Background: an optimization exercise with open tools, aiming at small area, a short achievable clock period and few clock cycles per item. Do not read the settings as production practice. The RTL was checked by simulation tests, not by an equivalence proof against the original design. Power and IR drop assume default switching activity.

$ cat flow/config.mk
export PLATFORM = sky130hd
export DESIGN_NAME = idct_top
export DESIGN_NICKNAME = idct_top
export VERILOG_FILES = /design/flow/design.v
export SDC_FILE = /design/flow/constraint.sdc
export NUM_CORES = 4
export LEC_CHECK = 0
export ABC_CLOCK_PERIOD_IN_PS = 3500
export CAP_MARGIN = 20
export CORE_MARGIN = 2
export CORE_UTILIZATION = 30
export PLACE_DENSITY = 0.5
export SETUP_SLACK_MARGIN = 5
export SLEW_MARGIN = 20
$ cat flow/design.v
package idct_pkg;
	typedef logic signed [15:0] sample_t;    
	typedef logic signed [15:0] coeff_t;     
	typedef logic signed [39:0] acc_t;
	typedef logic [7:0]         pixel_t;
	typedef logic [17:0] sram_addr_t;
	typedef logic [15:0] sram_data_t;
	typedef logic [5:0] mat_idx_t;           
	typedef logic [4:0] blk_row_t;
	typedef logic [5:0] blk_col_t;
	typedef enum logic [2:0] {
		CTRL_IDLE,
		CTRL_FETCH,
		CTRL_PASS1,
		CTRL_PASS2,
		CTRL_DRAIN,
		CTRL_DONE
	} ctrl_state_t;
	typedef enum logic [1:0] {
		IO_IDLE,
		IO_READ,
		IO_WRITE
	} io_state_t;
endpackage
`timescale 1ns/1ns
module idct_tstore #(
	parameter int L = 3                   
) (
	input  logic            CLOCK_50_I,
	input  logic [7:0]      we,           
	input  logic [7:0][3:0] wd,           
	input  logic            hi_col,       
	output logic [7:0][3:0] rd            
);
	function automatic int port_slot(input int r, input int c);
		port_slot = (60 - L + 8 * (c % 4 - r) + ((c >= 4) ? 4 : 0) + 64) % 32;
	endfunction
	logic [7:0][31:0][3:0] ring;          
	always_ff @(posedge CLOCK_50_I) begin
		for (int r = 0; r < 8; r++) begin
			for (int s = 0; s < 32; s++) begin
				ring[r][s] <= ring[r][(s + 1) % 32];
				for (int c = 0; c < 8; c++) begin
					if (we[r] && port_slot(r, c) == s) begin
						ring[r][s] <= wd[c];
					end
				end
			end
		end
	end
	always_comb begin
		for (int r = 0; r < 8; r++) begin
			rd[r] = hi_col ? ring[r][4] : ring[r][0];
		end
	end
endmodule
`timescale 1ns/1ns
module idct_ds (
	input  logic       CLOCK_50_I,
	input  logic [2:0] phn,          
	input  logic [3:0] x0,
	input  logic [3:0] x1,
	input  logic [3:0] x2,
	input  logic [3:0] x3,
	input  logic [3:0] x4,
	input  logic [3:0] x5,
	input  logic [3:0] x6,
	input  logic [3:0] x7,
	output logic [3:0] y0,
	output logic [3:0] y1,
	output logic [3:0] y2,
	output logic [3:0] y3,
	output logic [3:0] y4,
	output logic [3:0] y5,
	output logic [3:0] y6,
	output logic [3:0] y7
);
	localparam int LAT = 3;
	logic [2:0] p0n;
	assign p0n = phn - 3'd6;
	logic p0_is7;
	logic [2:0] p1n;
	assign p1n = phn - 3'd7;
	logic p1_is7;
	logic [2:0] p2n;
	assign p2n = phn - 3'd0;
	logic p2_is7;
	logic p0_ge1;
	logic p0_ge2;
	logic p0_ge3;
	logic p1_ge1;
	logic p1_ge2;
	logic p1_ge3;
	logic p2_ge1;
	logic p2_ge2;
	logic p2_ge3;
	logic [3:0] d0_r1;
	logic [3:0] d0_r2;
	logic [3:0] d0_r3;
	logic [3:0] d1_r1;
	logic [3:0] d1_r2;
	logic [3:0] d1_r3;
	logic [3:0] d2_r1;
	logic [3:0] d2_r2;
	logic [3:0] d2_r3;
	logic [3:0] d3_r1;
	logic [3:0] d3_r2;
	logic [3:0] d3_r3;
	logic [3:0] a0_r1;
	logic [3:0] a1_r1;
	logic [3:0] b0_r1;
	logic [3:0] b0_r2;
	logic [3:0] b0_r3;
	logic [3:0] b0_r4;
	logic [3:0] b1_r1;
	logic [3:0] b1_r2;
	logic [3:0] b1_r3;
	logic [3:0] b1_r4;
	logic [3:0] u0_r1;
	logic [3:0] u0_r2;
	logic [3:0] u4_r1;
	logic [3:0] u4_r2;
	logic [3:0] t0_r1;
	logic [3:0] t0_r2;
	logic [3:0] t0_r3;
	logic [3:0] t4_r1;
	logic [3:0] t4_r2;
	logic [3:0] t4_r3;
	logic [3:0] t0d_r1;
	logic [3:0] t0d_r2;
	logic [3:0] t0d_r3;
	logic [3:0] t0d_r4;
	logic [3:0] t0d_r5;
	logic [3:0] t1d_r1;
	logic [3:0] t1d_r2;
	logic [3:0] t1d_r3;
	logic [3:0] t1d_r4;
	logic [3:0] t1d_r5;
	logic [3:0] t2d_r1;
	logic [3:0] t2d_r2;
	logic [3:0] t2d_r3;
	logic [3:0] t2d_r4;
	logic [3:0] t2d_r5;
	logic [3:0] t3d_r1;
	logic [3:0] t3d_r2;
	logic [3:0] t3d_r3;
	logic [3:0] t3d_r4;
	logic [3:0] t3d_r5;
	logic [3:0] y0_1_r1;
	logic [3:0] y0_2_r1;
	logic [3:0] y4_3_r1;
	logic [3:0] y4_4_r1;
	logic [3:0] y2_7_r1;
	logic [3:0] y2_9_r1;
	logic [3:0] y2_10_r1;
	logic [3:0] y2_11_r1;
	logic [3:0] y6_13_r1;
	logic [3:0] y6_16_r1;
	logic [3:0] y6_17_r1;
	logic [3:0] y6_18_r1;
	logic [3:0] m399_0_20_r1;
	logic [3:0] m2008_0_23_r1;
	logic [3:0] m1702_0_25_r1;
	logic [3:0] m399_1_28_r1;
	logic [3:0] m2008_1_31_r1;
	logic [3:0] m1702_1_33_r1;
	logic [3:0] m399_2_36_r1;
	logic [3:0] m2008_2_39_r1;
	logic [3:0] m1702_2_41_r1;
	logic [3:0] m399_3_44_r1;
	logic [3:0] m2008_3_47_r1;
	logic [3:0] m1702_3_49_r1;
	logic [3:0] y1_51_r1;
	logic [3:0] y1_53_r1;
	logic [3:0] y3_54_r1;
	logic [3:0] y3_56_r1;
	logic [3:0] y5_57_r1;
	logic [3:0] y5_59_r1;
	logic [3:0] y7_60_r1;
	logic [3:0] y7_62_r1;
	logic [3:0] u0_r1_m1_1;
	assign u0_r1_m1_1 = u0_r1 & {4{p1_ge1}};
	logic [3:0] u4_r1_m1_1;
	assign u4_r1_m1_1 = u4_r1 & {4{p1_ge1}};
	logic [3:0] d0_r1_m0_1;
	assign d0_r1_m0_1 = d0_r1 & {4{p0_ge1}};
	logic [3:0] d1_r1_m0_1;
	assign d1_r1_m0_1 = d1_r1 & {4{p0_ge1}};
	logic [3:0] d2_r1_m0_1;
	assign d2_r1_m0_1 = d2_r1 & {4{p0_ge1}};
	logic [3:0] d3_r1_m0_1;
	assign d3_r1_m0_1 = d3_r1 & {4{p0_ge1}};
	logic [3:0] t0_r2_m1_2;
	assign t0_r2_m1_2 = t0_r2 & {4{p1_ge2}};
	logic [3:0] t0_r3_m1_3;
	assign t0_r3_m1_3 = t0_r3 & {4{p1_ge3}};
	logic [3:0] u0_r2_m1_2;
	assign u0_r2_m1_2 = u0_r2 & {4{p1_ge2}};
	logic [3:0] t0_r1_m1_1;
	assign t0_r1_m1_1 = t0_r1 & {4{p1_ge1}};
	logic [3:0] t0_r2_m2_1;
	assign t0_r2_m2_1 = t0_r2 & {4{p2_ge1}};
	logic [3:0] t4_r2_m1_2;
	assign t4_r2_m1_2 = t4_r2 & {4{p1_ge2}};
	logic [3:0] t4_r3_m1_3;
	assign t4_r3_m1_3 = t4_r3 & {4{p1_ge3}};
	logic [3:0] u4_r2_m1_2;
	assign u4_r2_m1_2 = u4_r2 & {4{p1_ge2}};
	logic [3:0] t4_r1_m1_1;
	assign t4_r1_m1_1 = t4_r1 & {4{p1_ge1}};
	logic [3:0] t4_r2_m2_1;
	assign t4_r2_m2_1 = t4_r2 & {4{p2_ge1}};
	logic [3:0] b0_r2_m0_2;
	assign b0_r2_m0_2 = b0_r2 & {4{p0_ge2}};
	logic [3:0] b0_r3_m0_3;
	assign b0_r3_m0_3 = b0_r3 & {4{p0_ge3}};
	logic [3:0] b0_r1_m0_1;
	assign b0_r1_m0_1 = b0_r1 & {4{p0_ge1}};
	logic [3:0] b0_r3_m1_2;
	assign b0_r3_m1_2 = b0_r3 & {4{p1_ge2}};
	logic [3:0] b0_r4_m1_3;
	assign b0_r4_m1_3 = b0_r4 & {4{p1_ge3}};
	logic [3:0] b0_r2_m1_1;
	assign b0_r2_m1_1 = b0_r2 & {4{p1_ge1}};
	logic [3:0] b1_r2_m0_2;
	assign b1_r2_m0_2 = b1_r2 & {4{p0_ge2}};
	logic [3:0] b1_r3_m0_3;
	assign b1_r3_m0_3 = b1_r3 & {4{p0_ge3}};
	logic [3:0] b1_r1_m0_1;
	assign b1_r1_m0_1 = b1_r1 & {4{p0_ge1}};
	logic [3:0] b1_r3_m1_2;
	assign b1_r3_m1_2 = b1_r3 & {4{p1_ge2}};
	logic [3:0] b1_r2_m1_1;
	assign b1_r2_m1_1 = b1_r2 & {4{p1_ge1}};
	logic [3:0] b1_r4_m1_3;
	assign b1_r4_m1_3 = b1_r4 & {4{p1_ge3}};
	logic [3:0] t0d_r1_m0_1;
	assign t0d_r1_m0_1 = t0d_r1 & {4{p0_ge1}};
	logic [3:0] t0d_r2_m0_2;
	assign t0d_r2_m0_2 = t0d_r2 & {4{p0_ge2}};
	logic [3:0] t0d_r2_m1_1;
	assign t0d_r2_m1_1 = t0d_r2 & {4{p1_ge1}};
	logic [3:0] t0d_r3_m1_2;
	assign t0d_r3_m1_2 = t0d_r3 & {4{p1_ge2}};
	logic [3:0] t0d_r4_m1_3;
	assign t0d_r4_m1_3 = t0d_r4 & {4{p1_ge3}};
	logic [3:0] t0d_r4_m2_2;
	assign t0d_r4_m2_2 = t0d_r4 & {4{p2_ge2}};
	logic [3:0] t0d_r5_m2_3;
	assign t0d_r5_m2_3 = t0d_r5 & {4{p2_ge3}};
	logic [3:0] d0_r2_m0_2;
	assign d0_r2_m0_2 = d0_r2 & {4{p0_ge2}};
	logic [3:0] d0_r3_m0_3;
	assign d0_r3_m0_3 = d0_r3 & {4{p0_ge3}};
	logic [3:0] t0d_r3_m0_3;
	assign t0d_r3_m0_3 = t0d_r3 & {4{p0_ge3}};
	logic [3:0] t1d_r1_m0_1;
	assign t1d_r1_m0_1 = t1d_r1 & {4{p0_ge1}};
	logic [3:0] t1d_r2_m0_2;
	assign t1d_r2_m0_2 = t1d_r2 & {4{p0_ge2}};
	logic [3:0] t1d_r2_m1_1;
	assign t1d_r2_m1_1 = t1d_r2 & {4{p1_ge1}};
	logic [3:0] t1d_r3_m1_2;
	assign t1d_r3_m1_2 = t1d_r3 & {4{p1_ge2}};
	logic [3:0] t1d_r4_m1_3;
	assign t1d_r4_m1_3 = t1d_r4 & {4{p1_ge3}};
	logic [3:0] t1d_r4_m2_2;
	assign t1d_r4_m2_2 = t1d_r4 & {4{p2_ge2}};
	logic [3:0] t1d_r5_m2_3;
	assign t1d_r5_m2_3 = t1d_r5 & {4{p2_ge3}};
	logic [3:0] d1_r2_m0_2;
	assign d1_r2_m0_2 = d1_r2 & {4{p0_ge2}};
	logic [3:0] d1_r3_m0_3;
	assign d1_r3_m0_3 = d1_r3 & {4{p0_ge3}};
	logic [3:0] t1d_r3_m0_3;
	assign t1d_r3_m0_3 = t1d_r3 & {4{p0_ge3}};
	logic [3:0] t2d_r1_m0_1;
	assign t2d_r1_m0_1 = t2d_r1 & {4{p0_ge1}};
	logic [3:0] t2d_r2_m0_2;
	assign t2d_r2_m0_2 = t2d_r2 & {4{p0_ge2}};
	logic [3:0] t2d_r2_m1_1;
	assign t2d_r2_m1_1 = t2d_r2 & {4{p1_ge1}};
	logic [3:0] t2d_r3_m1_2;
	assign t2d_r3_m1_2 = t2d_r3 & {4{p1_ge2}};
	logic [3:0] t2d_r4_m1_3;
	assign t2d_r4_m1_3 = t2d_r4 & {4{p1_ge3}};
	logic [3:0] t2d_r4_m2_2;
	assign t2d_r4_m2_2 = t2d_r4 & {4{p2_ge2}};
	logic [3:0] t2d_r5_m2_3;
	assign t2d_r5_m2_3 = t2d_r5 & {4{p2_ge3}};
	logic [3:0] d2_r2_m0_2;
	assign d2_r2_m0_2 = d2_r2 & {4{p0_ge2}};
	logic [3:0] d2_r3_m0_3;
	assign d2_r3_m0_3 = d2_r3 & {4{p0_ge3}};
	logic [3:0] t2d_r3_m0_3;
	assign t2d_r3_m0_3 = t2d_r3 & {4{p0_ge3}};
	logic [3:0] t3d_r1_m0_1;
	assign t3d_r1_m0_1 = t3d_r1 & {4{p0_ge1}};
	logic [3:0] t3d_r2_m0_2;
	assign t3d_r2_m0_2 = t3d_r2 & {4{p0_ge2}};
	logic [3:0] t3d_r2_m1_1;
	assign t3d_r2_m1_1 = t3d_r2 & {4{p1_ge1}};
	logic [3:0] t3d_r3_m1_2;
	assign t3d_r3_m1_2 = t3d_r3 & {4{p1_ge2}};
	logic [3:0] t3d_r4_m1_3;
	assign t3d_r4_m1_3 = t3d_r4 & {4{p1_ge3}};
	logic [3:0] t3d_r4_m2_2;
	assign t3d_r4_m2_2 = t3d_r4 & {4{p2_ge2}};
	logic [3:0] t3d_r5_m2_3;
	assign t3d_r5_m2_3 = t3d_r5 & {4{p2_ge3}};
	logic [3:0] d3_r2_m0_2;
	assign d3_r2_m0_2 = d3_r2 & {4{p0_ge2}};
	logic [3:0] d3_r3_m0_3;
	assign d3_r3_m0_3 = d3_r3 & {4{p0_ge3}};
	logic [3:0] t3d_r3_m0_3;
	assign t3d_r3_m0_3 = t3d_r3 & {4{p0_ge3}};
	logic [3:0] e0;
	logic e0_c, e0_co;
	idct_dsadd e0_u (.a(x0), .b(x7), .ci(e0_c), .s(e0), .co(e0_co));
	logic [3:0] e1;
	logic e1_c, e1_co;
	idct_dsadd e1_u (.a(x1), .b(x6), .ci(e1_c), .s(e1), .co(e1_co));
	logic [3:0] e2;
	logic e2_c, e2_co;
	idct_dsadd e2_u (.a(x2), .b(x5), .ci(e2_c), .s(e2), .co(e2_co));
	logic [3:0] e3;
	logic e3_c, e3_co;
	idct_dsadd e3_u (.a(x3), .b(x4), .ci(e3_c), .s(e3), .co(e3_co));
	logic [3:0] d0;
	logic d0_c, d0_co;
	idct_dsadd d0_u (.a(x0), .b(~x7), .ci(d0_c), .s(d0), .co(d0_co));
	logic [3:0] d1;
	logic d1_c, d1_co;
	idct_dsadd d1_u (.a(x1), .b(~x6), .ci(d1_c), .s(d1), .co(d1_co));
	logic [3:0] d2;
	logic d2_c, d2_co;
	idct_dsadd d2_u (.a(x2), .b(~x5), .ci(d2_c), .s(d2), .co(d2_co));
	logic [3:0] d3;
	logic d3_c, d3_co;
	idct_dsadd d3_u (.a(x3), .b(~x4), .ci(d3_c), .s(d3), .co(d3_co));
	logic [3:0] a0;
	logic a0_c, a0_co;
	idct_dsadd a0_u (.a(e0), .b(e3), .ci(a0_c), .s(a0), .co(a0_co));
	logic [3:0] a1;
	logic a1_c, a1_co;
	idct_dsadd a1_u (.a(e1), .b(e2), .ci(a1_c), .s(a1), .co(a1_co));
	logic [3:0] b0;
	logic b0_c, b0_co;
	idct_dsadd b0_u (.a(e0), .b(~e3), .ci(b0_c), .s(b0), .co(b0_co));
	logic [3:0] b1;
	logic b1_c, b1_co;
	idct_dsadd b1_u (.a(e1), .b(~e2), .ci(b1_c), .s(b1), .co(b1_co));
	logic [3:0] u0;
	logic u0_c, u0_co;
	idct_dsadd u0_u (.a(a0_r1), .b(a1_r1), .ci(u0_c), .s(u0), .co(u0_co));
	logic [3:0] u4;
	logic u4_c, u4_co;
	idct_dsadd u4_u (.a(a0_r1), .b(~a1_r1), .ci(u4_c), .s(u4), .co(u4_co));
	logic [3:0] t0;
	logic t0_c, t0_co;
	idct_dsadd t0_u (.a(u0), .b({u0[2:0], u0_r1_m1_1[3:3]}), .ci(t0_c), .s(t0), .co(t0_co));
	logic [3:0] t4;
	logic t4_c, t4_co;
	idct_dsadd t4_u (.a(u4), .b({u4[2:0], u4_r1_m1_1[3:3]}), .ci(t4_c), .s(t4), .co(t4_co));
	logic [3:0] t0d;
	logic t0d_c, t0d_co;
	idct_dsadd t0d_u (.a(d0), .b({d0[2:0], d0_r1_m0_1[3:3]}), .ci(t0d_c), .s(t0d), .co(t0d_co));
	logic [3:0] t1d;
	logic t1d_c, t1d_co;
	idct_dsadd t1d_u (.a(d1), .b({d1[2:0], d1_r1_m0_1[3:3]}), .ci(t1d_c), .s(t1d), .co(t1d_co));
	logic [3:0] t2d;
	logic t2d_c, t2d_co;
	idct_dsadd t2d_u (.a(d2), .b({d2[2:0], d2_r1_m0_1[3:3]}), .ci(t2d_c), .s(t2d), .co(t2d_co));
	logic [3:0] t3d;
	logic t3d_c, t3d_co;
	idct_dsadd t3d_u (.a(d3), .b({d3[2:0], d3_r1_m0_1[3:3]}), .ci(t3d_c), .s(t3d), .co(t3d_co));
	logic [3:0] y0_1;
	logic y0_1_c, y0_1_co;
	idct_dsadd y0_1_u (.a({t0_r2_m1_2[2:0], t0_r3_m1_3[3:3]}), .b(~{u0_r1_m1_1[1:0], u0_r2_m1_2[3:2]}), .ci(y0_1_c), .s(y0_1), .co(y0_1_co));
	logic [3:0] y0_2;
	logic y0_2_c, y0_2_co;
	idct_dsadd y0_2_u (.a(y0_1_r1), .b(~{t0_r1[0:0], t0_r2_m2_1[3:1]}), .ci(y0_2_c), .s(y0_2), .co(y0_2_co));
	logic [3:0] y4_3;
	logic y4_3_c, y4_3_co;
	idct_dsadd y4_3_u (.a({t4_r2_m1_2[2:0], t4_r3_m1_3[3:3]}), .b(~{u4_r1_m1_1[1:0], u4_r2_m1_2[3:2]}), .ci(y4_3_c), .s(y4_3), .co(y4_3_co));
	logic [3:0] y4_4;
	logic y4_4_c, y4_4_co;
	idct_dsadd y4_4_u (.a(y4_3_r1), .b(~{t4_r1[0:0], t4_r2_m2_1[3:1]}), .ci(y4_4_c), .s(y4_4), .co(y4_4_co));
	logic [3:0] y2_5;
	logic y2_5_c, y2_5_co;
	idct_dsadd y2_5_u (.a({b0_r3_m1_2[0:0], b0_r4_m1_3[3:1]}), .b({b0_r1[1:0], b0_r2_m1_1[3:2]}), .ci(y2_5_c), .s(y2_5), .co(y2_5_co));
	logic [3:0] y2_6;
	logic y2_6_c, y2_6_co;
	idct_dsadd y2_6_u (.a({b1_r2_m0_2[1:0], b1_r3_m0_3[3:2]}), .b(b1_r1_m0_1), .ci(y2_6_c), .s(y2_6), .co(y2_6_co));
	logic [3:0] y2_7;
	logic y2_7_c, y2_7_co;
	idct_dsadd y2_7_u (.a(y2_6), .b(~{b0_r1_m0_1[0:0], b0_r2_m0_2[3:1]}), .ci(y2_7_c), .s(y2_7), .co(y2_7_co));
	logic [3:0] y2_8;
	logic y2_8_c, y2_8_co;
	idct_dsadd y2_8_u (.a(y2_7_r1), .b(~{b0_r2_m1_1[2:0], b0_r3_m1_2[3:3]}), .ci(y2_8_c), .s(y2_8), .co(y2_8_co));
	logic [3:0] y2_9;
	logic y2_9_c, y2_9_co;
	idct_dsadd y2_9_u (.a(b1_r3_m1_2), .b(b1_r1), .ci(y2_9_c), .s(y2_9), .co(y2_9_co));
	logic [3:0] y2_10;
	logic y2_10_c, y2_10_co;
	idct_dsadd y2_10_u (.a(y2_5), .b(y2_8), .ci(y2_10_c), .s(y2_10), .co(y2_10_co));
	logic [3:0] y2_11;
	logic y2_11_c, y2_11_co;
	idct_dsadd y2_11_u (.a(y2_10_r1), .b(~y2_9_r1), .ci(y2_11_c), .s(y2_11), .co(y2_11_co));
	logic [3:0] y6_12;
	logic y6_12_c, y6_12_co;
	idct_dsadd y6_12_u (.a({b0_r2_m0_2[1:0], b0_r3_m0_3[3:2]}), .b(b0_r1_m0_1), .ci(y6_12_c), .s(y6_12), .co(y6_12_co));
	logic [3:0] y6_13;
	logic y6_13_c, y6_13_co;
	idct_dsadd y6_13_u (.a(y6_12), .b({b1_r1_m0_1[0:0], b1_r2_m0_2[3:1]}), .ci(y6_13_c), .s(y6_13), .co(y6_13_co));
	logic [3:0] y6_14;
	logic y6_14_c, y6_14_co;
	idct_dsadd y6_14_u (.a({b1_r2_m1_1[2:0], b1_r3_m1_2[3:3]}), .b(y6_13_r1), .ci(y6_14_c), .s(y6_14), .co(y6_14_co));
	logic [3:0] y6_15;
	logic y6_15_c, y6_15_co;
	idct_dsadd y6_15_u (.a(b0_r3_m1_2), .b(b0_r1), .ci(y6_15_c), .s(y6_15), .co(y6_15_co));
	logic [3:0] y6_16;
	logic y6_16_c, y6_16_co;
	idct_dsadd y6_16_u (.a({b1_r3_m1_2[0:0], b1_r4_m1_3[3:1]}), .b({b1_r1[1:0], b1_r2_m1_1[3:2]}), .ci(y6_16_c), .s(y6_16), .co(y6_16_co));
	logic [3:0] y6_17;
	logic y6_17_c, y6_17_co;
	idct_dsadd y6_17_u (.a(y6_14), .b(~y6_15), .ci(y6_17_c), .s(y6_17), .co(y6_17_co));
	logic [3:0] y6_18;
	logic y6_18_c, y6_18_co;
	idct_dsadd y6_18_u (.a(y6_17_r1), .b(~y6_16_r1), .ci(y6_18_c), .s(y6_18), .co(y6_18_co));
	logic [3:0] m399_0_19;
	logic m399_0_19_c, m399_0_19_co;
	idct_dsadd m399_0_19_u (.a({t0d_r2_m1_1[0:0], t0d_r3_m1_2[3:1]}), .b({t0d_r1[1:0], t0d_r2_m1_1[3:2]}), .ci(m399_0_19_c), .s(m399_0_19), .co(m399_0_19_co));
	logic [3:0] m399_0_20;
	logic m399_0_20_c, m399_0_20_co;
	idct_dsadd m399_0_20_u (.a(t0d_r1), .b(m399_0_19), .ci(m399_0_20_c), .s(m399_0_20), .co(m399_0_20_co));
	logic [3:0] m1137_0_21;
	logic m1137_0_21_c, m1137_0_21_co;
	idct_dsadd m1137_0_21_u (.a({t0d_r4_m2_2[2:0], t0d_r5_m2_3[3:3]}), .b(~m399_0_20_r1), .ci(m1137_0_21_c), .s(m1137_0_21), .co(m1137_0_21_co));
	logic [3:0] m2008_0_22;
	logic m2008_0_22_c, m2008_0_22_co;
	idct_dsadd m2008_0_22_u (.a({d0_r2_m0_2[0:0], d0_r3_m0_3[3:1]}), .b(~{d0_r1_m0_1[2:0], d0_r2_m0_2[3:3]}), .ci(m2008_0_22_c), .s(m2008_0_22), .co(m2008_0_22_co));
	logic [3:0] m2008_0_23;
	logic m2008_0_23_c, m2008_0_23_co;
	idct_dsadd m2008_0_23_u (.a(m2008_0_22), .b(~{d0[0:0], d0_r1_m0_1[3:1]}), .ci(m2008_0_23_c), .s(m2008_0_23), .co(m2008_0_23_co));
	logic [3:0] m1702_0_24;
	logic m1702_0_24_c, m1702_0_24_co;
	idct_dsadd m1702_0_24_u (.a({d0_r1_m0_1[1:0], d0_r2_m0_2[3:2]}), .b({t0d_r2_m0_2[2:0], t0d_r3_m0_3[3:3]}), .ci(m1702_0_24_c), .s(m1702_0_24), .co(m1702_0_24_co));
	logic [3:0] m1702_0_25;
	logic m1702_0_25_c, m1702_0_25_co;
	idct_dsadd m1702_0_25_u (.a(m1702_0_24), .b({t0d_r1_m0_1[2:0], t0d_r2_m0_2[3:3]}), .ci(m1702_0_25_c), .s(m1702_0_25), .co(m1702_0_25_co));
	logic [3:0] m1702_0_26;
	logic m1702_0_26_c, m1702_0_26_co;
	idct_dsadd m1702_0_26_u (.a({t0d_r1[2:0], t0d_r2_m1_1[3:3]}), .b(m1702_0_25_r1), .ci(m1702_0_26_c), .s(m1702_0_26), .co(m1702_0_26_co));
	logic [3:0] m399_1_27;
	logic m399_1_27_c, m399_1_27_co;
	idct_dsadd m399_1_27_u (.a({t1d_r2_m1_1[0:0], t1d_r3_m1_2[3:1]}), .b({t1d_r1[1:0], t1d_r2_m1_1[3:2]}), .ci(m399_1_27_c), .s(m399_1_27), .co(m399_1_27_co));
	logic [3:0] m399_1_28;
	logic m399_1_28_c, m399_1_28_co;
	idct_dsadd m399_1_28_u (.a(t1d_r1), .b(m399_1_27), .ci(m399_1_28_c), .s(m399_1_28), .co(m399_1_28_co));
	logic [3:0] m1137_1_29;
	logic m1137_1_29_c, m1137_1_29_co;
	idct_dsadd m1137_1_29_u (.a({t1d_r4_m2_2[2:0], t1d_r5_m2_3[3:3]}), .b(~m399_1_28_r1), .ci(m1137_1_29_c), .s(m1137_1_29), .co(m1137_1_29_co));
	logic [3:0] m2008_1_30;
	logic m2008_1_30_c, m2008_1_30_co;
	idct_dsadd m2008_1_30_u (.a({d1_r2_m0_2[0:0], d1_r3_m0_3[3:1]}), .b(~{d1_r1_m0_1[2:0], d1_r2_m0_2[3:3]}), .ci(m2008_1_30_c), .s(m2008_1_30), .co(m2008_1_30_co));
	logic [3:0] m2008_1_31;
	logic m2008_1_31_c, m2008_1_31_co;
	idct_dsadd m2008_1_31_u (.a(m2008_1_30), .b(~{d1[0:0], d1_r1_m0_1[3:1]}), .ci(m2008_1_31_c), .s(m2008_1_31), .co(m2008_1_31_co));
	logic [3:0] m1702_1_32;
	logic m1702_1_32_c, m1702_1_32_co;
	idct_dsadd m1702_1_32_u (.a({d1_r1_m0_1[1:0], d1_r2_m0_2[3:2]}), .b({t1d_r2_m0_2[2:0], t1d_r3_m0_3[3:3]}), .ci(m1702_1_32_c), .s(m1702_1_32), .co(m1702_1_32_co));
	logic [3:0] m1702_1_33;
	logic m1702_1_33_c, m1702_1_33_co;
	idct_dsadd m1702_1_33_u (.a(m1702_1_32), .b({t1d_r1_m0_1[2:0], t1d_r2_m0_2[3:3]}), .ci(m1702_1_33_c), .s(m1702_1_33), .co(m1702_1_33_co));
	logic [3:0] m1702_1_34;
	logic m1702_1_34_c, m1702_1_34_co;
	idct_dsadd m1702_1_34_u (.a({t1d_r1[2:0], t1d_r2_m1_1[3:3]}), .b(m1702_1_33_r1), .ci(m1702_1_34_c), .s(m1702_1_34), .co(m1702_1_34_co));
	logic [3:0] m399_2_35;
	logic m399_2_35_c, m399_2_35_co;
	idct_dsadd m399_2_35_u (.a({t2d_r2_m1_1[0:0], t2d_r3_m1_2[3:1]}), .b({t2d_r1[1:0], t2d_r2_m1_1[3:2]}), .ci(m399_2_35_c), .s(m399_2_35), .co(m399_2_35_co));
	logic [3:0] m399_2_36;
	logic m399_2_36_c, m399_2_36_co;
	idct_dsadd m399_2_36_u (.a(t2d_r1), .b(m399_2_35), .ci(m399_2_36_c), .s(m399_2_36), .co(m399_2_36_co));
	logic [3:0] m1137_2_37;
	logic m1137_2_37_c, m1137_2_37_co;
	idct_dsadd m1137_2_37_u (.a({t2d_r4_m2_2[2:0], t2d_r5_m2_3[3:3]}), .b(~m399_2_36_r1), .ci(m1137_2_37_c), .s(m1137_2_37), .co(m1137_2_37_co));
	logic [3:0] m2008_2_38;
	logic m2008_2_38_c, m2008_2_38_co;
	idct_dsadd m2008_2_38_u (.a({d2_r2_m0_2[0:0], d2_r3_m0_3[3:1]}), .b(~{d2_r1_m0_1[2:0], d2_r2_m0_2[3:3]}), .ci(m2008_2_38_c), .s(m2008_2_38), .co(m2008_2_38_co));
	logic [3:0] m2008_2_39;
	logic m2008_2_39_c, m2008_2_39_co;
	idct_dsadd m2008_2_39_u (.a(m2008_2_38), .b(~{d2[0:0], d2_r1_m0_1[3:1]}), .ci(m2008_2_39_c), .s(m2008_2_39), .co(m2008_2_39_co));
	logic [3:0] m1702_2_40;
	logic m1702_2_40_c, m1702_2_40_co;
	idct_dsadd m1702_2_40_u (.a({d2_r1_m0_1[1:0], d2_r2_m0_2[3:2]}), .b({t2d_r2_m0_2[2:0], t2d_r3_m0_3[3:3]}), .ci(m1702_2_40_c), .s(m1702_2_40), .co(m1702_2_40_co));
	logic [3:0] m1702_2_41;
	logic m1702_2_41_c, m1702_2_41_co;
	idct_dsadd m1702_2_41_u (.a(m1702_2_40), .b({t2d_r1_m0_1[2:0], t2d_r2_m0_2[3:3]}), .ci(m1702_2_41_c), .s(m1702_2_41), .co(m1702_2_41_co));
	logic [3:0] m1702_2_42;
	logic m1702_2_42_c, m1702_2_42_co;
	idct_dsadd m1702_2_42_u (.a({t2d_r1[2:0], t2d_r2_m1_1[3:3]}), .b(m1702_2_41_r1), .ci(m1702_2_42_c), .s(m1702_2_42), .co(m1702_2_42_co));
	logic [3:0] m399_3_43;
	logic m399_3_43_c, m399_3_43_co;
	idct_dsadd m399_3_43_u (.a({t3d_r2_m1_1[0:0], t3d_r3_m1_2[3:1]}), .b({t3d_r1[1:0], t3d_r2_m1_1[3:2]}), .ci(m399_3_43_c), .s(m399_3_43), .co(m399_3_43_co));
	logic [3:0] m399_3_44;
	logic m399_3_44_c, m399_3_44_co;
	idct_dsadd m399_3_44_u (.a(t3d_r1), .b(m399_3_43), .ci(m399_3_44_c), .s(m399_3_44), .co(m399_3_44_co));
	logic [3:0] m1137_3_45;
	logic m1137_3_45_c, m1137_3_45_co;
	idct_dsadd m1137_3_45_u (.a({t3d_r4_m2_2[2:0], t3d_r5_m2_3[3:3]}), .b(~m399_3_44_r1), .ci(m1137_3_45_c), .s(m1137_3_45), .co(m1137_3_45_co));
	logic [3:0] m2008_3_46;
	logic m2008_3_46_c, m2008_3_46_co;
	idct_dsadd m2008_3_46_u (.a({d3_r2_m0_2[0:0], d3_r3_m0_3[3:1]}), .b(~{d3_r1_m0_1[2:0], d3_r2_m0_2[3:3]}), .ci(m2008_3_46_c), .s(m2008_3_46), .co(m2008_3_46_co));
	logic [3:0] m2008_3_47;
	logic m2008_3_47_c, m2008_3_47_co;
	idct_dsadd m2008_3_47_u (.a(m2008_3_46), .b(~{d3[0:0], d3_r1_m0_1[3:1]}), .ci(m2008_3_47_c), .s(m2008_3_47), .co(m2008_3_47_co));
	logic [3:0] m1702_3_48;
	logic m1702_3_48_c, m1702_3_48_co;
	idct_dsadd m1702_3_48_u (.a({d3_r1_m0_1[1:0], d3_r2_m0_2[3:2]}), .b({t3d_r2_m0_2[2:0], t3d_r3_m0_3[3:3]}), .ci(m1702_3_48_c), .s(m1702_3_48), .co(m1702_3_48_co));
	logic [3:0] m1702_3_49;
	logic m1702_3_49_c, m1702_3_49_co;
	idct_dsadd m1702_3_49_u (.a(m1702_3_48), .b({t3d_r1_m0_1[2:0], t3d_r2_m0_2[3:3]}), .ci(m1702_3_49_c), .s(m1702_3_49), .co(m1702_3_49_co));
	logic [3:0] m1702_3_50;
	logic m1702_3_50_c, m1702_3_50_co;
	idct_dsadd m1702_3_50_u (.a({t3d_r1[2:0], t3d_r2_m1_1[3:3]}), .b(m1702_3_49_r1), .ci(m1702_3_50_c), .s(m1702_3_50), .co(m1702_3_50_co));
	logic [3:0] y1_51;
	logic y1_51_c, y1_51_co;
	idct_dsadd y1_51_u (.a(m2008_0_23_r1), .b(m1702_1_34), .ci(y1_51_c), .s(y1_51), .co(y1_51_co));
	logic [3:0] y1_52;
	logic y1_52_c, y1_52_co;
	idct_dsadd y1_52_u (.a(m399_3_44_r1), .b(y1_51_r1), .ci(y1_52_c), .s(y1_52), .co(y1_52_co));
	logic [3:0] y1_53;
	logic y1_53_c, y1_53_co;
	idct_dsadd y1_53_u (.a(m1137_2_37), .b(y1_52), .ci(y1_53_c), .s(y1_53), .co(y1_53_co));
	logic [3:0] y3_54;
	logic y3_54_c, y3_54_co;
	idct_dsadd y3_54_u (.a(m1702_0_26), .b(~m2008_2_39_r1), .ci(y3_54_c), .s(y3_54), .co(y3_54_co));
	logic [3:0] y3_55;
	logic y3_55_c, y3_55_co;
	idct_dsadd y3_55_u (.a(y3_54_r1), .b(~m399_1_28_r1), .ci(y3_55_c), .s(y3_55), .co(y3_55_co));
	logic [3:0] y3_56;
	logic y3_56_c, y3_56_co;
	idct_dsadd y3_56_u (.a(y3_55), .b(~m1137_3_45), .ci(y3_56_c), .s(y3_56), .co(y3_56_co));
	logic [3:0] y5_57;
	logic y5_57_c, y5_57_co;
	idct_dsadd y5_57_u (.a(m1702_3_50), .b(~m2008_1_31_r1), .ci(y5_57_c), .s(y5_57), .co(y5_57_co));
	logic [3:0] y5_58;
	logic y5_58_c, y5_58_co;
	idct_dsadd y5_58_u (.a(m399_2_36_r1), .b(y5_57_r1), .ci(y5_58_c), .s(y5_58), .co(y5_58_co));
	logic [3:0] y5_59;
	logic y5_59_c, y5_59_co;
	idct_dsadd y5_59_u (.a(m1137_0_21), .b(y5_58), .ci(y5_59_c), .s(y5_59), .co(y5_59_co));
	logic [3:0] y7_60;
	logic y7_60_c, y7_60_co;
	idct_dsadd y7_60_u (.a(m1702_2_42), .b(~m2008_3_47_r1), .ci(y7_60_c), .s(y7_60), .co(y7_60_co));
	logic [3:0] y7_61;
	logic y7_61_c, y7_61_co;
	idct_dsadd y7_61_u (.a(m399_0_20_r1), .b(y7_60_r1), .ci(y7_61_c), .s(y7_61), .co(y7_61_co));
	logic [3:0] y7_62;
	logic y7_62_c, y7_62_co;
	idct_dsadd y7_62_u (.a(y7_61), .b(~m1137_1_29), .ci(y7_62_c), .s(y7_62), .co(y7_62_co));
	assign y0 = y0_2_r1;
	assign y1 = y1_53_r1;
	assign y2 = y2_11_r1;
	assign y3 = y3_56_r1;
	assign y4 = y4_4_r1;
	assign y5 = y5_59_r1;
	assign y6 = y6_18_r1;
	assign y7 = y7_62_r1;
	always_ff @(posedge CLOCK_50_I) begin
		p0_is7 <= (p0n == 3'd7);
		p1_is7 <= (p1n == 3'd7);
		p2_is7 <= (p2n == 3'd7);
		p0_ge1 <= (p0n >= 3'd1);
		p0_ge2 <= (p0n >= 3'd2);
		p0_ge3 <= (p0n >= 3'd3);
		p1_ge1 <= (p1n >= 3'd1);
		p1_ge2 <= (p1n >= 3'd2);
		p1_ge3 <= (p1n >= 3'd3);
		p2_ge1 <= (p2n >= 3'd1);
		p2_ge2 <= (p2n >= 3'd2);
		p2_ge3 <= (p2n >= 3'd3);
		e0_c <= p0_is7 ? 1'b0 : e0_co;
		e1_c <= p0_is7 ? 1'b0 : e1_co;
		e2_c <= p0_is7 ? 1'b0 : e2_co;
		e3_c <= p0_is7 ? 1'b0 : e3_co;
		d0_c <= p0_is7 ? 1'b1 : d0_co;
		d1_c <= p0_is7 ? 1'b1 : d1_co;
		d2_c <= p0_is7 ? 1'b1 : d2_co;
		d3_c <= p0_is7 ? 1'b1 : d3_co;
		a0_c <= p0_is7 ? 1'b0 : a0_co;
		a1_c <= p0_is7 ? 1'b0 : a1_co;
		b0_c <= p0_is7 ? 1'b1 : b0_co;
		b1_c <= p0_is7 ? 1'b1 : b1_co;
		u0_c <= p1_is7 ? 1'b0 : u0_co;
		u4_c <= p1_is7 ? 1'b1 : u4_co;
		t0_c <= p1_is7 ? 1'b0 : t0_co;
		t4_c <= p1_is7 ? 1'b0 : t4_co;
		t0d_c <= p0_is7 ? 1'b0 : t0d_co;
		t1d_c <= p0_is7 ? 1'b0 : t1d_co;
		t2d_c <= p0_is7 ? 1'b0 : t2d_co;
		t3d_c <= p0_is7 ? 1'b0 : t3d_co;
		y0_1_c <= p1_is7 ? 1'b1 : y0_1_co;
		y0_2_c <= p2_is7 ? 1'b1 : y0_2_co;
		y4_3_c <= p1_is7 ? 1'b1 : y4_3_co;
		y4_4_c <= p2_is7 ? 1'b1 : y4_4_co;
		y2_5_c <= p1_is7 ? 1'b0 : y2_5_co;
		y2_6_c <= p0_is7 ? 1'b0 : y2_6_co;
		y2_7_c <= p0_is7 ? 1'b1 : y2_7_co;
		y2_8_c <= p1_is7 ? 1'b1 : y2_8_co;
		y2_9_c <= p1_is7 ? 1'b0 : y2_9_co;
		y2_10_c <= p1_is7 ? 1'b0 : y2_10_co;
		y2_11_c <= p2_is7 ? 1'b1 : y2_11_co;
		y6_12_c <= p0_is7 ? 1'b0 : y6_12_co;
		y6_13_c <= p0_is7 ? 1'b0 : y6_13_co;
		y6_14_c <= p1_is7 ? 1'b0 : y6_14_co;
		y6_15_c <= p1_is7 ? 1'b0 : y6_15_co;
		y6_16_c <= p1_is7 ? 1'b0 : y6_16_co;
		y6_17_c <= p1_is7 ? 1'b1 : y6_17_co;
		y6_18_c <= p2_is7 ? 1'b1 : y6_18_co;
		m399_0_19_c <= p1_is7 ? 1'b0 : m399_0_19_co;
		m399_0_20_c <= p1_is7 ? 1'b0 : m399_0_20_co;
		m1137_0_21_c <= p2_is7 ? 1'b1 : m1137_0_21_co;
		m2008_0_22_c <= p0_is7 ? 1'b1 : m2008_0_22_co;
		m2008_0_23_c <= p0_is7 ? 1'b1 : m2008_0_23_co;
		m1702_0_24_c <= p0_is7 ? 1'b0 : m1702_0_24_co;
		m1702_0_25_c <= p0_is7 ? 1'b0 : m1702_0_25_co;
		m1702_0_26_c <= p1_is7 ? 1'b0 : m1702_0_26_co;
		m399_1_27_c <= p1_is7 ? 1'b0 : m399_1_27_co;
		m399_1_28_c <= p1_is7 ? 1'b0 : m399_1_28_co;
		m1137_1_29_c <= p2_is7 ? 1'b1 : m1137_1_29_co;
		m2008_1_30_c <= p0_is7 ? 1'b1 : m2008_1_30_co;
		m2008_1_31_c <= p0_is7 ? 1'b1 : m2008_1_31_co;
		m1702_1_32_c <= p0_is7 ? 1'b0 : m1702_1_32_co;
		m1702_1_33_c <= p0_is7 ? 1'b0 : m1702_1_33_co;
		m1702_1_34_c <= p1_is7 ? 1'b0 : m1702_1_34_co;
		m399_2_35_c <= p1_is7 ? 1'b0 : m399_2_35_co;
		m399_2_36_c <= p1_is7 ? 1'b0 : m399_2_36_co;
		m1137_2_37_c <= p2_is7 ? 1'b1 : m1137_2_37_co;
		m2008_2_38_c <= p0_is7 ? 1'b1 : m2008_2_38_co;
		m2008_2_39_c <= p0_is7 ? 1'b1 : m2008_2_39_co;
		m1702_2_40_c <= p0_is7 ? 1'b0 : m1702_2_40_co;
		m1702_2_41_c <= p0_is7 ? 1'b0 : m1702_2_41_co;
		m1702_2_42_c <= p1_is7 ? 1'b0 : m1702_2_42_co;
		m399_3_43_c <= p1_is7 ? 1'b0 : m399_3_43_co;
		m399_3_44_c <= p1_is7 ? 1'b0 : m399_3_44_co;
		m1137_3_45_c <= p2_is7 ? 1'b1 : m1137_3_45_co;
		m2008_3_46_c <= p0_is7 ? 1'b1 : m2008_3_46_co;
		m2008_3_47_c <= p0_is7 ? 1'b1 : m2008_3_47_co;
		m1702_3_48_c <= p0_is7 ? 1'b0 : m1702_3_48_co;
		m1702_3_49_c <= p0_is7 ? 1'b0 : m1702_3_49_co;
		m1702_3_50_c <= p1_is7 ? 1'b0 : m1702_3_50_co;
		y1_51_c <= p1_is7 ? 1'b0 : y1_51_co;
		y1_52_c <= p2_is7 ? 1'b0 : y1_52_co;
		y1_53_c <= p2_is7 ? 1'b0 : y1_53_co;
		y3_54_c <= p1_is7 ? 1'b1 : y3_54_co;
		y3_55_c <= p2_is7 ? 1'b1 : y3_55_co;
		y3_56_c <= p2_is7 ? 1'b1 : y3_56_co;
		y5_57_c <= p1_is7 ? 1'b1 : y5_57_co;
		y5_58_c <= p2_is7 ? 1'b0 : y5_58_co;
		y5_59_c <= p2_is7 ? 1'b0 : y5_59_co;
		y7_60_c <= p1_is7 ? 1'b1 : y7_60_co;
		y7_61_c <= p2_is7 ? 1'b0 : y7_61_co;
		y7_62_c <= p2_is7 ? 1'b1 : y7_62_co;
		d0_r1 <= d0;
		d0_r2 <= d0_r1;
		d0_r3 <= d0_r2;
		d1_r1 <= d1;
		d1_r2 <= d1_r1;
		d1_r3 <= d1_r2;
		d2_r1 <= d2;
		d2_r2 <= d2_r1;
		d2_r3 <= d2_r2;
		d3_r1 <= d3;
		d3_r2 <= d3_r1;
		d3_r3 <= d3_r2;
		a0_r1 <= a0;
		a1_r1 <= a1;
		b0_r1 <= b0;
		b0_r2 <= b0_r1;
		b0_r3 <= b0_r2;
		b0_r4 <= b0_r3;
		b1_r1 <= b1;
		b1_r2 <= b1_r1;
		b1_r3 <= b1_r2;
		b1_r4 <= b1_r3;
		u0_r1 <= u0;
		u0_r2 <= u0_r1;
		u4_r1 <= u4;
		u4_r2 <= u4_r1;
		t0_r1 <= t0;
		t0_r2 <= t0_r1;
		t0_r3 <= t0_r2;
		t4_r1 <= t4;
		t4_r2 <= t4_r1;
		t4_r3 <= t4_r2;
		t0d_r1 <= t0d;
		t0d_r2 <= t0d_r1;
		t0d_r3 <= t0d_r2;
		t0d_r4 <= t0d_r3;
		t0d_r5 <= t0d_r4;
		t1d_r1 <= t1d;
		t1d_r2 <= t1d_r1;
		t1d_r3 <= t1d_r2;
		t1d_r4 <= t1d_r3;
		t1d_r5 <= t1d_r4;
		t2d_r1 <= t2d;
		t2d_r2 <= t2d_r1;
		t2d_r3 <= t2d_r2;
		t2d_r4 <= t2d_r3;
		t2d_r5 <= t2d_r4;
		t3d_r1 <= t3d;
		t3d_r2 <= t3d_r1;
		t3d_r3 <= t3d_r2;
		t3d_r4 <= t3d_r3;
		t3d_r5 <= t3d_r4;
		y0_1_r1 <= y0_1;
		y0_2_r1 <= y0_2;
		y4_3_r1 <= y4_3;
		y4_4_r1 <= y4_4;
		y2_7_r1 <= y2_7;
		y2_9_r1 <= y2_9;
		y2_10_r1 <= y2_10;
		y2_11_r1 <= y2_11;
		y6_13_r1 <= y6_13;
		y6_16_r1 <= y6_16;
		y6_17_r1 <= y6_17;
		y6_18_r1 <= y6_18;
		m399_0_20_r1 <= m399_0_20;
		m2008_0_23_r1 <= m2008_0_23;
		m1702_0_25_r1 <= m1702_0_25;
		m399_1_28_r1 <= m399_1_28;
		m2008_1_31_r1 <= m2008_1_31;
		m1702_1_33_r1 <= m1702_1_33;
		m399_2_36_r1 <= m399_2_36;
		m2008_2_39_r1 <= m2008_2_39;
		m1702_2_41_r1 <= m1702_2_41;
		m399_3_44_r1 <= m399_3_44;
		m2008_3_47_r1 <= m2008_3_47;
		m1702_3_49_r1 <= m1702_3_49;
		y1_51_r1 <= y1_51;
		y1_53_r1 <= y1_53;
		y3_54_r1 <= y3_54;
		y3_56_r1 <= y3_56;
		y5_57_r1 <= y5_57;
		y5_59_r1 <= y5_59;
		y7_60_r1 <= y7_60;
		y7_62_r1 <= y7_62;
	end
endmodule
module idct_dsadd (
	input  logic [3:0] a,
	input  logic [3:0] b,
	input  logic       ci,
	output logic [3:0] s,
	output logic       co
);
	logic [4:0] c;
	assign c[0] = ci;
	for (genvar i = 0; i < 4; i++) begin : g_fa
		assign s[i]   = a[i] ^ b[i] ^ c[i];
		assign c[i+1] = (a[i] & b[i]) | (a[i] & c[i]) | (b[i] & c[i]);
	end
	assign co = c[4];
endmodule
`timescale 1ns/1ns
module idct_top (
	input  logic                 CLOCK_50_I,
	input  logic                 resetn,
	input  logic                 start,
	input  idct_pkg::blk_row_t   block_row,
	input  idct_pkg::blk_col_t   block_col,
	output logic                 busy,
	output logic                 done,
	input  idct_pkg::sram_data_t sram_read_data,
	output idct_pkg::sram_data_t sram_write_data,
	output idct_pkg::sram_addr_t sram_address,
	output logic                 sram_we_n
);
	localparam int L       = 3;               
	localparam int DONE_TC = 150 + L;
	localparam int WR0     = 93 + L;          
	localparam int PIX0    = 85 + L;          
	logic [7:0] tc;
	logic [7:0] tcn;                          
	logic [7:0] tcp;                          
	logic       accept;
	logic       run;                          
	assign accept = start && idle_i;
	assign tcp    = tc + 8'd1;
	assign tcn    = accept ? 8'd1 : (idle_i ? tc : tcp);
	assign run    = !idle_i && !accept;
	logic       idle_i;                       
	logic       busy_n;
	assign busy_n = accept || (!idle_i && tc != 8'(DONE_TC - 1));
	always_ff @(posedge CLOCK_50_I or negedge resetn) begin
		if (!resetn) begin
			busy   <= 1'b0;
			idle_i <= 1'b1;
			done   <= 1'b0;
			tc     <= '0;
		end else begin
			tc     <= tcn;
			busy   <= busy_n;
			idle_i <= !busy_n;
			done   <= !accept && !idle_i && tc == 8'(DONE_TC - 1);
		end
	end
	logic [4:0]  rq;
	logic [5:0]  kq;
	logic [13:0] mpos;                        
	logic [7:0]  wz;                          
	logic        wr_load;                     
	logic [2:0]  wr_i;
	logic [1:0]  wr_w;
	logic        rd_step;
	logic [14:0] hi_sum;
	logic        rd_base;
	logic [17:0] addr, addr_inv, addr_n;
	assign addr = ~addr_inv;
	assign mpos    = {1'b0, rq, 8'd0} + {3'b0, rq, 6'd0} + {8'd0, kq};
	assign wz      = tcp - 8'(WR0);
	assign hi_sum  = addr[17:3] + (rd_step ? 15'd40 : 15'd20);
	always_ff @(posedge CLOCK_50_I or negedge resetn) begin
		if (!resetn) begin
			wr_load <= 1'b0;
			rd_step <= 1'b0;
			rd_base <= 1'b0;
		end else begin
			wr_load <= run && (tcp >= 8'(WR0)) && (wz < 8'd64) && !wz[3];
			rd_step <= run && (tcp >= 8'd3) && (tcp <= 8'd65);
			rd_base <= run && (tcp == 8'd2);
		end
	end
	always_comb begin
		addr_n = addr;
		if (rd_base) begin
			addr_n = {15'(mpos) + 15'd9600, 3'd0};
		end else if (rd_step) begin
			if (addr[2:0] == 3'd7) begin
				addr_n = {hi_sum, 3'd0};
			end else begin
				addr_n[2:0] = addr[2:0] + 3'd1;
			end
		end else if (wr_load) begin
			if (wr_i == 3'd0) begin
				addr_n = {2'b0, mpos, wr_w};
			end else begin
				addr_n[17:3] = hi_sum;
			end
		end
	end
	always_ff @(posedge CLOCK_50_I) begin
		rq           <= block_row;
		kq           <= block_col;
		wr_i         <= wz[2:0];
		wr_w         <= wz[5:4];
		addr_inv     <= ~addr_n;
		sram_address <= addr_n;
	end
	logic [10:0][15:0] sr;                    
	logic [7:0]  fz;                          
	logic [2:0]  dk;
	logic        pass2_ld;
	logic [7:0][3:0] sdig;
	logic [7:0][3:0] tdig;
	logic [7:0][3:0] xr;
	logic [2:0]  rd_col;
	assign fz = tcp - 8'd5;
	always_ff @(posedge CLOCK_50_I) begin
		dk       <= fz[2:0];
		pass2_ld <= (tcp >= 8'd77);
		rd_col   <= fz[5:3] - 3'd1;           
	end
	always_comb begin
		for (int n = 0; n < 8; n++) begin
			case (dk[1:0])
				2'd0:    sdig[n] = sr[7 - n][3:0];
				2'd1:    sdig[n] = sr[8 - n][7:4];
				2'd2:    sdig[n] = sr[9 - n][11:8];
				default: sdig[n] = sr[10 - n][15:12];
			endcase
		end
	end
	always_ff @(posedge CLOCK_50_I) begin
		sr[0] <= sram_read_data;
		for (int p = 1; p < 11; p++) begin
			sr[p] <= sr[p - 1];
		end
		for (int n = 0; n < 8; n++) begin
			if (dk[2]) begin
				xr[n] <= {4{xr[n][3]}};       
			end else if (pass2_ld) begin
				xr[n] <= tdig[n];
			end else begin
				xr[n] <= sdig[n];
			end
		end
	end
	logic [7:0][3:0] y;
	idct_ds u_ds (
		.CLOCK_50_I(CLOCK_50_I), .phn(tcp[2:0]),
		.x0(xr[0]), .x1(xr[1]), .x2(xr[2]), .x3(xr[3]),
		.x4(xr[4]), .x5(xr[5]), .x6(xr[6]), .x7(xr[7]),
		.y0(y[0]), .y1(y[1]), .y2(y[2]), .y3(y[3]),
		.y4(y[4]), .y5(y[5]), .y6(y[6]), .y7(y[7])
	);
	logic [7:0] tz;                           
	logic [7:0] t_we;
	assign tz = tcp - 8'(16 + L);
	always_ff @(posedge CLOCK_50_I) begin
		for (int r = 0; r < 8; r++) begin
			t_we[r] <= run && (tcp >= 8'(16 + L)) && (tz < 8'd64) && (tz[5:3] == 3'(r)) && !tz[2];
		end
	end
	idct_tstore #(.L(L)) u_t (
		.CLOCK_50_I(CLOCK_50_I), .we(t_we), .wd(y), .hi_col(rd_col[2]), .rd(tdig)
	);
	logic [7:0][3:0] yd1, yd2, yd3;
	logic [7:0][7:0] pix;
	logic [7:0][7:0] pa, pb;
	logic [7:0] pz;
	logic       pa_en, pb_en;
	assign pz = tcp - 8'(PIX0);
	always_ff @(posedge CLOCK_50_I) begin
		pa_en <= (tcp >= 8'(PIX0)) && (pz < 8'd64) && (pz[3:0] == 4'd0);
		pb_en <= (tcp >= 8'(PIX0)) && (pz < 8'd64) && (pz[3:0] == 4'd8);
	end
	always_comb begin
		for (int i = 0; i < 8; i++) begin
			if (y[i][3]) begin
				pix[i] = 8'd0;
			end else if ((|y[i][2:0]) || (|yd1[i])) begin
				pix[i] = 8'd255;
			end else begin
				pix[i] = {yd2[i], yd3[i]};
			end
		end
	end
	always_ff @(posedge CLOCK_50_I) begin
		for (int i = 0; i < 8; i++) begin
			yd1[i] <= y[i];
			yd2[i] <= yd1[i];
			yd3[i] <= yd2[i];
			pa[i] <= pa_en ? pix[i] : pa[(i + 1) % 8];
			pb[i] <= pb_en ? pix[i] : pb[(i + 1) % 8];
		end
		if (wr_load) begin
			sram_write_data <= {pa[1], (wr_i == 3'd0) ? pix[0] : pb[1]};
		end
	end
	always_ff @(posedge CLOCK_50_I or negedge resetn) begin
		if (!resetn) begin
			sram_we_n <= 1'b1;
		end else begin
			sram_we_n <= !(wr_load && !idle_i);
		end
	end
endmodule
$ cat flow/constraint.sdc
create_clock -name core_clock -period 9.0 [get_ports {CLOCK_50_I}]
set_input_delay 1.8000 -clock core_clock [delete_from_list [all_inputs] [get_ports {CLOCK_50_I}]]
set_output_delay 1.8000 -clock core_clock [all_outputs]
set_load 0.01 [all_outputs]
$ cat flow/run.sh
#!/bin/bash
# synth_recipe.tcl (not shown) runs the flow's synth.tcl, then flattens the netlist and writes it again
# the make line also repeats each setting of config.mk as NAME=value (left out here)
make -C /OpenROAD-flow-scripts/flow DESIGN_CONFIG=/design/flow/config.mk WORK_HOME=/design/flow/orfs CLKGATE_MAP_FILE= SYNTH_SCRIPT=/design/flow/synth_recipe.tcl finish
==> run_results.csv <==
group,metric,value,unit
status,status,"complete, no violations",
global_route,track_usage,0.1229,
floorplan,die-area,0.1981,sq mm
setup_path,crit_arrival,4320,ps
logic_synthesis,post-synth-top-area-cell,"dfxtp_1",
cells_and_area,postLayoutCoreUtil,0.3561,
floorplan,die_h,445.1,um
logic_synthesis,yosysMostFrequentCell,"dfxtp_1",
global_route,gr-total-overflow,0,
global_route,use_met1,0.1733,
min_path,hold_class,"flip-flop to flip-flop",
logic_synthesis,synth.top_cell.area_share,0.6493,
sta,period_needed,3636,ps
sta,worstMarginPinSlew,1150,ps
pwr,p_per_area,349.1,mW/mm^2
setup_path,critPathLaunchType,"flip-flop",
logic_synthesis,netlist_area,0.05837,sq mm
sta,max_freq,275.1,MHz
sta,slew_viol_final,0,
cells_and_area,drive_gt1_frac,0.1864,
sta,final.setup.tns,0,ps
logic_synthesis,synth_commonest_cells,"1893 x dfxtp_1, 501 x inv_1, 390 x mux2_2",
job,maxCapViolations,0,
clock_network,cts_resized,0,
floorplan,start_util,0.3024,
sta,hold_violations,0,
sta,relSlewSlack,0.2322,
logic_synthesis,synth.area.top_cells,"dfxtp_1 65%, fa_1 11%, mux2_2 7.5%, inv_1 3.2%, nand2_1 1.3%",
global_route,grt_pass1_wl,183.1,mm
sta,grt_setup_unrepaired,"no",
global_route,busiest_layer,"met2",
setup_path,crit_type,"flip-flop to flip-flop",
clock_network,clockBufferDepth,3,
cells_and_area,multiInputGateArea,0.01696,sq mm
pwr,peakVddDrop,0.1632,mV
global_route,grt_use_met2,0.1906,
logic_synthesis,ys.flop_type,"dfxtp_1",
cells_and_area,seq_area,0.03902,sq mm
clock_network,clockRootBuffer,"clkbuf_16",
logic_synthesis,ys_ff_latch,1932,
sta,fin_skew,30.46,ps
logic_synthesis,synthArstFlopShare,0.007764,
routing,wirelength,120.0,mm
clock_network,worstSkewPairLatency,800,ps
clock_network,clk_pin_slew,60,ps
cells_and_area,nNetsFinal,4748,
setup_path,worstPathMaxFanout,22,
routing,avgViaCountPerCell,3.965,
pwr,power,23.99,mW
routing,wl_per_cell,16.99,um
placement,dp.cells,6709,
placement,io_buffers,66,
logic_synthesis,syn_avg_cell_area,13.89,sq um
setup_path,cp-end-kind,"flip-flop",
clock_network,holdBufCountCts,0,
floorplan,placement_rows,161,
clock_network,cts_tree,"yes",
clock_network,cts_sinks,1932,
pwr,p_leak,29.53,nW
logic_synthesis,yosysWarnings,3,
global_route,antenna_found_initial,12,
routing,drc_errors,0,
logic_synthesis,synth_edf_count,24,
floorplan,coreArea,0.1930,sq mm
routing,antenna_left,0,
logic_synthesis,synth_fp_nets,4574,
global_route,grt.met3_usage,0.02308,
clock_network,htreeDepth,4,
clock_network,post_cts_buffers,0,
logic_synthesis,synthDistinctLibCells,81,
global_route,grt_max_degree,65,
routing,dr.pass1.iters,5,
logic_synthesis,synthCells,4201,
sta,finalCritPeriodShare,0.4039,
cells_and_area,n_fill_cell,18670,
cells_and_area,area_delta_synth_final,17.75,%
global_route,grt_pass1_vias,29500,
floorplan,io-pin-count,67,
floorplan,die_w,445.1,um
clock_network,cts_buffers,190,
cells_and_area,fin_cells,7066,
sta,setup_viol,0,
routing,dr.first_iter.drc_count,1403,
routing,via_count,28020,
placement,gp_congestion,0.7721,
setup_path,cp.required,9680,ps
logic_synthesis,ys_seq_area_frac,0.6681,
placement,dp_hpwl,79.27,mm
[metrics by stage]
stage                     cell area, sq um  hold WS [ps]  setup WS, ps
final                                68720         304.0          5364
after floorplan                      58370         309.6          5762
after detailed placement             62040         312.1          5331
after CTS                            68710         304.1          5288
after global routing                 68710         314.7          5099
after global placement               62040         309.7          5478
[area by class of cell]
class	instances	area share
Antenna cell	7	0.0002549
Clock buffer	276	0.08122
Clock inverter	74	0.01580
Inverter	505	0.02758
Multi-Input combinational cell	1634	0.2468
Sequential cell	1932	0.5677
Tap cell	2526	0.04599
Timing Repair Buffer	112	0.01464
[logic make-up after synthesis]
logic type,share of synthesized area
DFF,0.6681
buffers and inverters,0.04139
and+or+nand+nor,0.04708
muxes,0.09411
adders and majority gates,0.1144
AOI/OAI and AO/OA,0.02527
xor gates and xnor gates,0.009647
[worst paths after layout]
check                              start            end  slack, ps  cells past startpoint
hold reg to reg            u_t.ring[369]  u_t.ring[365]        300                      0
min in group asynchronous         resetn           done       1450                      1
setup reg to reg                 rd_step   addr_inv[15]       5360                      9
max in group asynchronous         resetn          tc[1]       7040                      1
hold / removal             u_t.ring[369]  u_t.ring[365]        300                      0
setup / recovery                 rd_step   addr_inv[15]       5360                      9
[report_power, final]
group	total (mW)	internal, mW	leakage [nW]	switching, mW
Sequential	11.6	10.7	16.2	0.887
Combinational	4.16	1.68	10.1	2.48
Clock	8.21	4.90	3.30	3.31
[sequential cells by signal, summed over array words and instances, names as in the netlist, 5 cells and up]
| name | flops |
|---|---|
| u_t.ring | 1024 |
| sr | 152 |
| pa | 64 |
| pb | 64 |
| xr | 32 |
| yd1 | 32 |
| yd2 | 32 |
| yd3 | 32 |
| addr_inv | 18 |
| sram_address | 18 |
| sram_write_data | 16 |
| t_we | 8 |
| tc | 8 |
| kq | 6 |
| rq | 5 |
[placed cells by master (no fill, tap or decap), drive strengths merged, types with 81 or more instances in the layout]
| cell | count |
|---|---|
| dfxtp | 1893 |
| inv | 509 |
| mux2 | 390 |
| fa | 315 |
| clkbuf | 276 |
| nand2 | 209 |
| o21ai | 88 |
| and2 | 86 |
| a21oi | 83 |
| nor2 | 81 |
[routing by layer]
metal / vias to the layer above / wire length (um) / share of wire
li1: 13600 / - / -
met1: 13820 / 58580 / 0.49
met2: 413 / 53690 / 0.45
met3: 181 / 4926 / 0.041
met4: 4 / 2826 / 0.024
met5: - / 17 / 0.00014
[critical path, cell delays in order (launching register included)]
cell	delay, ps
dfrtp_1	870
inv_1	430
ha_1	370
fa_1	420
a21o_1	210
a21oi_1	300
nor3_2	150
a311o_1	370
o2111a_1	160
a221o_1	250
Testbench counts, summed over its fixed seeds: cycles 19,584, blocks 128.

-- port drivers added, routing unchanged --
The results above use ideal ports. As a check the final layout listed here was re-extracted and re-timed, cells and wires unchanged.
Step 1 assumes that a clkbuf_16 drives the clock port and a buf_2 every other input.
Step 2 adds t to the input delays and takes it off the output delays; t is the mean of the earliest and latest rising clock arrival at the registers after step 1. Input paths then give back, and output paths get back, about the clock's delay inside the block.
Three values: ideal ports, drivers, drivers and shift; two values: the first two.
t, ns: 0.861
setup WS [ns]: 5.364 / 5.289 / 5.364
latest minus earliest clock arrival (ns): 0.032 / 0.032
slew at the worst register clock pin (ns): 0.06 / 0.06
After both steps this run still meets setup and hold. The setup slack of this run moves by -0.075 ns with the drivers and by 0.000 ns with both steps.
